Background: an optimization exercise with open tools, aiming at small area, a short achievable clock period and few clock cycles. Do not read the settings as production practice.
In this exercise RTL edits were held to simulation tests only and were not proved equivalent to the original.
Power and IR drop assume default switching activity.

alpha:
==> flow/design.v (excerpt) <==
module dcache_sa (
    input  logic        clk,
    input  logic        rst,
    input  logic [31:0] addr,
    input  logic        rd_req,
    input  logic        wr_req,
    input  logic [31:0] wr_data,
    output logic [31:0] rd_data,
    output logic        miss,
    output logic        mem_req,
    output logic        mem_we,
    output logic [31:0] mem_addr,
    output logic [31:0] mem_wdata,
    input  logic [31:0] mem_rdata,
    input  logic        mem_ack,
    output logic [31:0] hit_count,
    output logic [31:0] miss_count
);
Size: roughly 2400 flip-flops, roughly 260 I/O pins.
Settings: LEC_CHECK=0, ABC_CLOCK_PERIOD_IN_PS=2500, CAP_MARGIN=20, CORE_MARGIN=2, CORE_UTILIZATION=50, SETUP_SLACK_MARGIN=4.4, SLEW_MARGIN=20; clock period 8.0 ns.
run.sh (not shown) runs the stock make flow with config.mk's settings and CLKGATE_MAP_FILE= SYNTH_SCRIPT=/design/flow/synth_recipe.tcl, a recipe that flattens the netlist after the stock synthesis.
alpha closes out successfully: all stages finished, all timing, DRC and antenna checks passed.
Testbench counts of alpha, summed over its fixed seeds: cycles 205,105.
What beta does differently from alpha at the input level:
-- flow/design.v --
<<< alpha, line 18
);
    logic [7:0][3:0][31:0] dmA, dmB;
    logic                  ph;
    logic [1:0][3:0][9:0]  tagMem;
    logic [1:0][3:0]       valid, dirty;
>>> beta, line 18
);
    logic [7:0][3:0][31:0] dmA, dmB;
    logic [7:0]            ph;
    logic [1:0][3:0][9:0]  tagMem;
    logic [1:0][3:0]       valid, dirty;
<<< alpha, line 75
    logic [2:0]  pword;
    logic [31:0] pwA [2], pwB [2], pw [2];
    logic [31:0] portOut;
    assign psel  = hitw | wbSel;
>>> beta, line 75
    logic [2:0]  pword;
    logic [31:0] pwA [2], pwB [2], pw [2];
    logic [1:0]  pph;
    logic [31:0] portOut;
    assign psel  = hitw | wbSel;
<<< alpha, line 82
            pwA[w] = '0;
            pwB[w] = '0;
            for (int s = 0; s < 4; s++) begin
                for (int j = 0; j < 4; j++)
                    if (setIn == 2'(s) && pword[2:1] == 2'(j)) begin
>>> beta, line 83
            pwA[w] = '0;
            pwB[w] = '0;
            pph[w] = 1'b0;
            for (int s = 0; s < 4; s++) begin
                if (setIn == 2'(s))
                    pph[w] = ph[w*4 + s];
                for (int j = 0; j < 4; j++)
                    if (setIn == 2'(s) && pword[2:1] == 2'(j)) begin
<<< alpha, line 89
                    end
            end
            pw[w] = pword[0] == ph ? pwA[w] : pwB[w];
        end
    assign portOut = (pw[0] & {32{psel[0]}}) | (pw[1] & {32{psel[1]}});
>>> beta, line 93
                    end
            end
            pw[w] = pword[0] == pph[w] ? pwA[w] : pwB[w];
        end
    assign portOut = (pw[0] & {32{psel[0]}}) | (pw[1] & {32{psel[1]}});
<<< alpha, line 99
                for (int w = 0; w < 2; w++)
                    if (vicOf[s] == 1'(w))
                        wb0 = wb0 | (ph ? dmB[w*4 + s][0] : dmA[w*4 + s][0]);
    end
    assign rd_data    = rdReg;
>>> beta, line 103
                for (int w = 0; w < 2; w++)
                    if (vicOf[s] == 1'(w))
                        wb0 = wb0 | (ph[w*4 + s] ? dmB[w*4 + s][0] : dmA[w*4 + s][0]);
    end
    assign rd_data    = rdReg;
<<< alpha, line 110
    assign miss_count = missCount;
    logic xferAck, lastWord, fillAck, fillNow, hitWr, hitNow, useWr;
    assign xferAck  = reqR && mem_ack;
    assign lastWord = cnt == 3'd7;
    assign fillAck  = xferAck && !we_r;
    assign fillNow  = fillAck && cnt[0] != ph;
    assign hitWr    = sHit && isWr;
    assign hitNow   = hitWr && word_r[0] != ph;
    assign useWr    = isWr && cnt == word_r;    
    logic        wen;
>>> beta, line 114
    assign miss_count = missCount;
    logic xferAck, lastWord, fillAck, fillNow, hitWr, hitNow, useWr;
    logic [2:0] vicLine, hitLine;
    assign xferAck  = reqR && mem_ack;
    assign lastWord = cnt == 3'd7;
    assign fillAck  = xferAck && !we_r;
    assign vicLine  = {vicWay, set_r};
    assign hitLine  = {hitWay, set_r};
    assign fillNow  = fillAck && cnt[0] != ph[vicLine];
    assign hitWr    = sHit && isWr;
    assign hitNow   = hitWr && word_r[0] != ph[hitLine];
    assign useWr    = isWr && cnt == word_r;    
    logic        wen;
<<< alpha, line 135
            end
    always_ff @(posedge clk)
        ph <= !rst && !ph;
    always_ff @(posedge clk) begin
        if (rst) begin
>>> beta, line 142
            end
    always_ff @(posedge clk)
        for (int l = 0; l < 8; l++)
            if (start && !hit && !vicDirtyOf[setIn] && {vicOf[setIn], setIn} == 3'(l))
                ph[l] <= 1'b1;
            else if (xferAck && we_r && lastWord && vicLine == 3'(l))
                ph[l] <= 1'b1;
            else
                ph[l] <= !ph[l];
    always_ff @(posedge clk) begin
        if (rst) begin
<<< alpha, line 172
                cmpl     <= 1'b0;
                hitCount <= hitCount + 32'd1;
                for (int t = 0; t < 4; t++)
                    if (set_r == 2'(t))
                        mru[t] <= hitWay;
                if (isWr)
                    for (int w = 0; w < 2; w++)
                        for (int t = 0; t < 4; t++)
                            if (hitWay == 1'(w) && set_r == 2'(t))
                                dirty[w][t] <= 1'b1;
                if (hitWr && !hitNow) begin
                    pend    <= 1'b1;
>>> beta, line 185
                cmpl     <= 1'b0;
                hitCount <= hitCount + 32'd1;
                mru[set_r] <= hitWay;
                if (isWr)
                    dirty[hitWay][set_r] <= 1'b1;
                if (hitWr && !hitNow) begin
                    pend    <= 1'b1;
<<< alpha, line 188
                wbSel <= '0;
            if (fillAck) begin
                if (!fillNow)
                    pend <= 1'b1;
                if (lastWord) begin
                    sXfer <= 1'b0;
>>> beta, line 196
                wbSel <= '0;
            if (fillAck) begin
                if (!fillNow) begin
                    pend <= 1'b1;
                    reqR <= 1'b0;
                end
                if (lastWord) begin
                    sXfer <= 1'b0;
<<< alpha, line 197
                end
            end
            if (sDone) begin
                sDone    <= 1'b0;
>>> beta, line 207
                end
            end
            if (pend && sXfer)
                reqR <= 1'b1;
            if (sDone) begin
                sDone    <= 1'b0;
<<< alpha, line 203
                wbSel    <= '0;
                hitCount <= hitCount + 32'd1;
                for (int w = 0; w < 2; w++)
                    for (int t = 0; t < 4; t++)
                        if (set_r == 2'(t)) begin
                            mru[t] <= vicWay;
                            if (vicWay == 1'(w)) begin
                                valid[w][t] <= 1'b1;
                                dirty[w][t] <= isWr;
                            end
                        end
            end
        end
>>> beta, line 215
                wbSel    <= '0;
                hitCount <= hitCount + 32'd1;
                mru[set_r]           <= vicWay;
                valid[vicWay][set_r] <= 1'b1;
                dirty[vicWay][set_r] <= isWr;
            end
        end
<<< alpha, line 253
        end
        if (sDone)
            for (int w = 0; w < 2; w++)
                for (int t = 0; t < 4; t++)
                    if (vicWay == 1'(w) && set_r == 2'(t))
                        tagMem[w][t] <= tag_r;
    end
endmodule
>>> beta, line 259
        end
        if (sDone)
            tagMem[vicWay][set_r] <= tag_r;
    end
endmodule
Notes after the runs:
The flow did not stop early for beta: all stages ran, and the layout cleared the timing, design-rule and antenna checks. Summary: with alpha as the reference, per-cell routed wire length in beta moved up by a few percent. Utilization alpha -> beta: up. Per the comparison of beta with alpha, total inserted antenna cells rose 7, post-synthesis simple-gate area fraction fell 0.69 points, area share of fa/ha/maj cells after synthesis rose 0.33 points, combinational power rose about 10%. Taking alpha as the reference, in beta clock skew increased by 0.016 ns relative to the old numbers, share of the final layout cell area in sequential cells decreased by 3.6 points relative to the old numbers. Time the worst path needs with I/O delays and setup for beta is higher than for alpha. Higher critical path depth goes to alpha over beta. Compared with alpha, beta shows final design area excluding fillers higher by 8.8%. The estimated power of beta ends up lower than the estimate for alpha. Top achievable clock speed: beta vs alpha down 1.5%.
Testbench counts of beta, summed over its fixed seeds: cycles 205,018.

==> afterwards: timing with drivers on the ports <==
How much do the figures lean on ideal ports? The routed layouts below were timed once more, with nothing changed but the port constraints.
Step 1 (the two cells are an assumption about what drives the block):
set clk [get_ports {clk}]
set_driving_cell -lib_cell sky130_fd_sc_hd__clkbuf_16 $clk
set_driving_cell -lib_cell sky130_fd_sc_hd__buf_2 [delete_from_list [all_inputs] $clk]
Step 2 adds t to the input delays and takes it off the output delays; t is the mean of the earliest and latest rising clock arrival at the registers after step 1. Input paths then give back, and output paths get back, about the clock's delay inside the block.
a / b / c = ideal / step 1 / step 2; a / b = the first two.
| run | t, ns | setup slack, ns | slew at the worst register clock pin (ns) |
|---|---|---|---|
| alpha | 0.964 | 4.280 / 4.181 / 3.217 | 0.07 / 0.07 |
| beta | 0.997 | 4.225 / 4.048 / 3.051 | 0.08 / 0.08 |
After both steps setup and hold are still met in every run listed. For beta, which loses most, drivers alone change the setup slack by -0.177 ns; drivers and shift together by -1.174 ns.
